What follows belongs to an exercise in optimizing a design on an open flow for small area, a short achievable clock period and few clock cycles per item; a production flow would make more cautious choices.
Function was checked by simulation only, so behaviour that the tests miss may differ from the original.
Power and IR drop assume default switching activity.

`design/flow/design.v`:
```
package swls_pkg;
  localparam logic [1:0] ACT_PUSH   = 2'd0;
  localparam logic [1:0] ACT_POP    = 2'd1;
  localparam logic [1:0] ACT_SEARCH = 2'd2;
  localparam logic [1:0] STAT_OK    = 2'd0;
  localparam logic [1:0] STAT_EMPTY = 2'd1;
  localparam logic [1:0] STAT_FULL  = 2'd2;
endpackage
module swls_cell #(
  parameter int DATA_WIDTH = 32
) (
  input  logic                  clk_i,
  input  logic                  push_i,
  input  logic                  pop_i,
  input  logic                  hold_i,
  input  logic [DATA_WIDTH-1:0] up_word_i,
  input  logic [DATA_WIDTH-1:0] down_word_i,
  output logic [DATA_WIDTH-1:0] word_o
);
  logic [DATA_WIDTH-1:0] word_q;
  always_ff @(posedge clk_i) begin
    word_q <= ({DATA_WIDTH{push_i}} & up_word_i)
            | ({DATA_WIDTH{pop_i}}  & down_word_i)
            | ({DATA_WIDTH{hold_i}} & word_q);
  end
  assign word_o = word_q;
endmodule
module stack_with_linear_search #(
  parameter int DEPTH      = 16,
  parameter int DATA_WIDTH = 32
) (
  input  logic                  clk_i,
  input  logic                  rst_ni,
  input  logic                  start,
  output logic                  busy,
  input  logic [1:0]            req_action,
  input  logic [DATA_WIDTH-1:0] req_value,
  output logic                  rsp_valid_o,
  output logic [1:0]            rsp_status,
  output logic [DATA_WIDTH-1:0] rsp_popped_value,
  output logic                  rsp_found,
  output logic [3:0]            rsp_found_index,
  output logic [DATA_WIDTH-1:0] rsp_top_value,
  output logic [4:0]            rsp_entry_count,
  output logic                  rsp_is_empty
);
  logic                  v1_q;
  logic [1:0]            act1_q;
  logic [DATA_WIDTH-1:0] val1_q;
  assign busy = 1'b0;
  always_ff @(posedge clk_i or negedge rst_ni) begin
    if (!rst_ni) v1_q <= 1'b0;
    else         v1_q <= start;
  end
  always_ff @(posedge clk_i) begin
    act1_q <= req_action;
    val1_q <= req_value;
  end
  logic [DEPTH-1:0]      vld_q;       
  logic [DATA_WIDTH-1:0] words [DEPTH+1];
  logic                  push, pop, hold;
  logic                  is_push, is_pop, is_search;
  logic [DEPTH-1:0]      match;
  assign is_push   = v1_q & (act1_q == swls_pkg::ACT_PUSH);
  assign is_pop    = v1_q & (act1_q == swls_pkg::ACT_POP);
  assign is_search = v1_q & (act1_q == swls_pkg::ACT_SEARCH);
  assign push      = is_push & ~vld_q[DEPTH-1];
  assign pop       = is_pop & vld_q[0];
  assign hold      = ~(push | pop);
  assign words[DEPTH] = '0;
  for (genvar i = 0; i < DEPTH; i++) begin : g_cell
    logic [DATA_WIDTH-1:0] up_word;
    if (i == 0) begin : g_top
      assign up_word = val1_q;
    end else begin : g_inner
      assign up_word = words[i-1];
    end
    swls_cell #(
      .DATA_WIDTH (DATA_WIDTH)
    ) u_cell (
      .clk_i       (clk_i),
      .push_i      (push),
      .pop_i       (pop),
      .hold_i      (hold),
      .up_word_i   (up_word),
      .down_word_i (words[i+1]),
      .word_o      (words[i])
    );
    assign match[i] = (words[i] == val1_q) & vld_q[i] & is_search;
  end
  always_ff @(posedge clk_i or negedge rst_ni) begin
    if (!rst_ni) begin
      vld_q <= '0;
    end else if (push) begin
      vld_q <= {vld_q[DEPTH-2:0], 1'b1};
    end else if (pop) begin
      vld_q <= {1'b0, vld_q[DEPTH-1:1]};
    end
  end
  logic                  v2_q;
  logic [1:0]            status2_q;
  logic                  pop2_q;
  logic [DATA_WIDTH-1:0] popped2_q;
  logic [DEPTH-1:0]      match2_q;
  always_ff @(posedge clk_i or negedge rst_ni) begin
    if (!rst_ni) v2_q <= 1'b0;
    else         v2_q <= v1_q;
  end
  always_ff @(posedge clk_i) begin
    status2_q <= (is_push & vld_q[DEPTH-1]) ? swls_pkg::STAT_FULL  :
                 (is_pop & ~vld_q[0])       ? swls_pkg::STAT_EMPTY :
                                              swls_pkg::STAT_OK;
    pop2_q    <= pop;
    popped2_q <= words[0];
    match2_q  <= match;
  end
  logic [4:0] count;
  logic [3:0] first;      
  logic       found;
  always_comb begin
    count = '0;
    for (int i = 0; i < DEPTH; i++) count = count + 5'(vld_q[i]);
  end
  always_comb begin
    first = '0;
    for (int i = DEPTH - 1; i >= 0; i--) begin
      if (match2_q[i]) first = 4'(i);
    end
  end
  assign found = |match2_q;
  logic                  rsp_valid_q;
  logic [1:0]            rsp_status_q;
  logic [DATA_WIDTH-1:0] rsp_popped_q;
  logic                  rsp_found_q;
  logic [3:0]            rsp_index_q;
  logic [DATA_WIDTH-1:0] rsp_top_q;
  logic [4:0]            rsp_count_q;
  logic                  rsp_empty_q;
  always_ff @(posedge clk_i or negedge rst_ni) begin
    if (!rst_ni) rsp_valid_q <= 1'b0;
    else         rsp_valid_q <= v2_q;
  end
  always_ff @(posedge clk_i) begin
    rsp_status_q <= status2_q;
    rsp_popped_q <= pop2_q ? popped2_q : '0;
    rsp_found_q  <= found;
    rsp_index_q  <= found ? (count[3:0] + ~first) : '0;
    rsp_top_q    <= vld_q[0] ? words[0] : '0;
    rsp_count_q  <= count;
    rsp_empty_q  <= ~vld_q[0];
  end
  assign rsp_valid_o      = rsp_valid_q;
  assign rsp_status       = rsp_status_q;
  assign rsp_popped_value = rsp_popped_q;
  assign rsp_found        = rsp_found_q;
  assign rsp_found_index  = rsp_index_q;
  assign rsp_top_value    = rsp_top_q;
  assign rsp_entry_count  = rsp_count_q;
  assign rsp_is_empty     = rsp_empty_q;
endmodule
module swls_top (
  input  logic        clk_i,
  input  logic        rst_ni,
  input  logic        start,
  output logic        busy,
  input  logic [1:0]  req_action,
  input  logic [31:0] req_value,
  output logic        rsp_valid_o,
  output logic [1:0]  rsp_status,
  output logic [31:0] rsp_popped_value,
  output logic        rsp_found,
  output logic [3:0]  rsp_found_index,
  output logic [31:0] rsp_top_value,
  output logic [4:0]  rsp_entry_count,
  output logic        rsp_is_empty
);
  stack_with_linear_search #(
    .DEPTH      (16),
    .DATA_WIDTH (32)
  ) u_stack (
    .clk_i            (clk_i),
    .rst_ni           (rst_ni),
    .start            (start),
    .busy             (busy),
    .req_action       (req_action),
    .req_value        (req_value),
    .rsp_valid_o      (rsp_valid_o),
    .rsp_status       (rsp_status),
    .rsp_popped_value (rsp_popped_value),
    .rsp_found        (rsp_found),
    .rsp_found_index  (rsp_found_index),
    .rsp_top_value    (rsp_top_value),
    .rsp_entry_count  (rsp_entry_count),
    .rsp_is_empty     (rsp_is_empty)
  );
endmodule
```
`design/flow/run.sh`:
```
#!/bin/bash
# synth_recipe.tcl (not shown) runs the flow's synth.tcl, then flattens the netlist and writes it again
# the make line also repeats each setting of config.mk as NAME=value (left out here)
make -C /OpenROAD-flow-scripts/flow DESIGN_CONFIG=/design/flow/config.mk WORK_HOME=/design/flow/orfs CLKGATE_MAP_FILE= SYNTH_SCRIPT=/design/flow/synth_recipe.tcl finish
```
`design/flow/config.mk`:
```
export PLATFORM = sky130hd
export DESIGN_NAME = swls_top
export DESIGN_NICKNAME = swls_top
export VERILOG_FILES = /design/flow/design.v
export SDC_FILE = /design/flow/constraint.sdc
export NUM_CORES = 4
export LEC_CHECK = 0
export CAP_MARGIN = 20
export CORE_MARGIN = 2
export CORE_UTILIZATION = 45
export SLEW_MARGIN = 20
```
`design/flow/constraint.sdc`:
```
create_clock -name core_clock -period 5.0 [get_ports {clk_i}]
set_input_delay 1.0000 -clock core_clock [delete_from_list [all_inputs] [get_ports {clk_i}]]
set_output_delay 1.0000 -clock core_clock [all_outputs]
set_load 0.01 [all_outputs]
```
==> summary.txt <==
==> per-stage QoR <==
step	power, W	utilization
detailed placement	0.0103	0.479
global placement	0.0102	0.479
floorplan	0.00895	-
CTS	0.0159	0.516
global route	0.0165	0.516
finish	0.0159	0.516
==> routing by layer <==
layer	vias to the layer above	part of all wire	global-route usage
li1	11491	-	-
met1	12080	0.45	0.412
met2	1132	0.44	0.427
met3	168	0.092	0.0619
met4	4	0.022	0.0803
met5	-	0.00027	0
==> flip-flops by register name, indices dropped and copies added, names as in the netlist, 2 cells and up <==
name	cells
u_stack.act1_q	2
u_stack.g_cell.u_cell.word_q	512
u_stack.match2_q	16
u_stack.popped2_q	32
u_stack.rsp_count_q	5
u_stack.rsp_index_q	4
u_stack.rsp_popped_q	32
u_stack.rsp_status_q	2
u_stack.rsp_top_q	32
u_stack.status2_q	2
u_stack.val1_q	32
u_stack.vld_q	16
==> power groups by stage <==
stage / Combinational [W] / Clock [W] / Sequential [W]
finish: 0.00256 / 0.00565 / 0.00768
global route: 0.00284 / 0.00593 / 0.00776
CTS: 0.00254 / 0.00572 / 0.00763
detailed placement: 0.00252 / 0 / 0.00774
global placement: 0.00248 / 0 / 0.00772
floorplan: 0.00175 / 0 / 0.00720
==> cell usage after synthesis (all sizes together) (3+ instances only) <==
| library cell | n | area (um^2) |
|---|---|---|
| nor2b | 3 | 18.8 |
| a22oi | 476 | 3570 |
| nor3 | 24 | 131 |
| nand4 | 19 | 119 |
| mux2i | 12 | 120 |
| buf | 205 | 1010 |
| o2111ai | 3 | 26.3 |
| inv | 38 | 143 |
| xnor2 | 33 | 289 |
| dfxtp | 674 | 13500 |
| clkbuf | 42 | 159 |
| ha | 8 | 100 |
| fa | 11 | 220 |
| nor4 | 128 | 801 |
| dfrtp | 19 | 475 |
| a21oi | 10 | 50.1 |
| nor2 | 11 | 48.8 |
| nand2 | 1034 | 3880 |
| nand3 | 31 | 155 |
| and2 | 64 | 400 |
| xor2 | 475 | 4160 |
| o21ai | 52 | 260 |
| a221o | 5 | 50.1 |
==> cell type report <==
cell class,count,area [um^2]
sequential,693,14000
fill,6027,31800
tap,864,1080
clock inverter,24,315
timing repair buffer,171,1690
clock buffer,104,2160
multi-input combinational,2418,14600
inverter,38,150
==> path summary, 6_finish.rpt <==
kind | start | end | cells after the start
worst max-delay path | u_stack.vld_q[1] | u_stack.rsp_index_q[3] | 14
worst min-delay path | u_stack.status2_q[0] | u_stack.rsp_status_q[0] | 0
worst max register to register | u_stack.vld_q[1] | u_stack.rsp_index_q[3] | 14
worst min register to register | u_stack.status2_q[0] | u_stack.rsp_status_q[0] | 0
max in group asynchronous | rst_ni | u_stack.vld_q[1] | 1
min in group asynchronous | rst_ni | u_stack.rsp_valid_q | 1
==> kinds of logic (layout without fill, tap and decap cells) <==
kind of cell | count (synthesis) | after routing
adders and majority gates | 19 | 19
xor gates and xnor gates | 508 | 508
other | 1 | 1
DFF | 693 | 693
AOI/OAI and AO/OA | 558 | 558
buffers and inverters | 285 | 337
muxes | 13 | 13
and+or+nand+nor | 1319 | 1319
==> impl_metrics.toml <==
[synth]
synth_compound_area_frac = 0.136
ys_ff_latch = 693
synth_cell_type_count = 46
syn_area_mm2 = 0.0298
synth_fa_ha_area_frac = 0.0107
ys.flop_type = "dfxtp_1"
synthArstFlopShare = 0.0274
yosys.area_share.simple = 0.188
synth_top_family_by_area = "simple AND/OR/NAND/NOR gates"
syn_inst = 3396
synth_area_per_cell_um2 = 8.79
seq_area_frac_synth = 0.468
synthesis.nets = 3452
yosysWarnings = 4
synthMuxAreaShare = 0.00440
synth_edf_count = 0
synth_xor_xnor_area_share = 0.149

[detailed_routing]
wl_per_cell_um = 23.1
vias_per_cell = 5.77
drt_iter0_markers = 3220
drtAntennaViolNets = 0
wirelength_um = 99500
firstDrtPassIters = 6
vias = 24875
drcViolationCount = 0

[place]
pre_cts_slack_ns = 0.134
io_buffer_count = 114
post_dp_cell_area_mm2 = 0.0315
dp_cells = 4184
hpwlAfterDp_um = 69000
gp_congestion = 0.915

[critical_path]
start_kind = "flop"
slowest_stage = "fa_1"
worst_setup_path_end_kind = "flop"
r2r_slack_ns = 0.17
max_stage_delay_ns = 0.57
cp.buffers_inverters = 2
path_cells = "ha_1, inv_1, fa_1, fa_1, fa_1, fa_1, fa_2, fa_1, inv_1, ha_1, a21o_1, a21oi_1, xnor2_1, mux2_2"
critPathTopFamily = "adder cells"
crit_path_frequent_cell = "fa_1"
arrival_ns = 5.33
cp_max_fo = 2
path_class = "reg -> reg"
cp.required_ns = 5.50

[power]
p_clk_frac = 0.356
internal_power_w = 0.0108
leakagePower_nw = 15.1
p_seq_frac = 0.484
comb_power_share = 0.161
irDropWorstVdd_mv = 0.219
switchingPower_w = 0.00506
powerDensity_mw_per_mm2 = 468
p_sw_frac = 0.318

[cells_and_area]
drive_gt1_frac = 0.0539
final_cells = 4312
final_area_mm2 = 0.0339
fin_nets = 3453
insertedDiodeCount = 0
final_common_cell = "nand2_1"
layout.cells.most_common_list = "1034 x nand2_1, 669 x dfxtp_1, 476 x a22oi_1"
areaGrowthSynthToFinish_pct = 13.8

[timing]
finalHoldViolCount = 0
period_share = 0.965
max_freq_mhz = 207
skew_ns = 0.0262
setup_violations = 0
max_slew_margin = 0.212
timing.hold.ws_ns = 0.338
layout_setup_ws_ns = 0.174
drv_slew = 0
tightest_slew_ns = 1.18
layout_min_cycle_time_ns = 4.83
rsz0062_at_grt = "no"
tns_ns = 0

[clock_network]
postCtsSetupBuffers = 0
cts_tree = "yes"
cts_root_buf = "clkbuf_16"
cts_buffers = 75
htree_levels = 3
clockBufferDepth = 3
clkTransAtPathRegs_ns = 0.06
cts_resized = 0
clk_latency_ns = 0.63
cts.sinks = 693
holdBufCountCts = 0

[grt]
antenna_found_initial = 2
grt_pass1_vias = 22817
gr-total-overflow = 0
grt_pass1_wl_um = 148000
track_usage = 0.285
grt_start_max_net_pins = 203

[floorplan]
start_util = 0.454
die_h_um = 262
io_pins = 116
die_width_um = 262
rows = 94
design.die.area_mm2 = 0.0684
fp.coreArea_mm2 = 0.0657

[min_path]
hold_path.class = "reg -> reg"

[flow_run]
maxCapViolCount = 0

[run_status]
status = "complete, no violations"
Testbench counts, summed over its fixed seeds: cycles 16,016, items 16,000.

static timing again, ports no longer ideal:
Ports are ideal in the flow. The routed layout listed here was re-timed in OpenROAD.
Step 1, drivers: a clkbuf_16 drives clk_i and a buf_2 each remaining input, both assumed.
Step 2 also shifts input and output timing later by t, the mid clock arrival at the registers, as if the neighbouring blocks saw the same clock.
Slacks: ideal ports / drivers / drivers and shift; pairs: ideal ports / drivers.
t (ns): 0.684
setup slack, ns: 0.174 / 0.174 / 0.174
worst register clock-pin slew, ns: 0.06 / 0.06
worst data-port slew with drivers (ns): 0.06
pins driven straight from the clock port: 1
After both steps this run still meets setup and hold. The setup slack of this run moves by 0.000 ns with the drivers and by 0.000 ns with both steps.
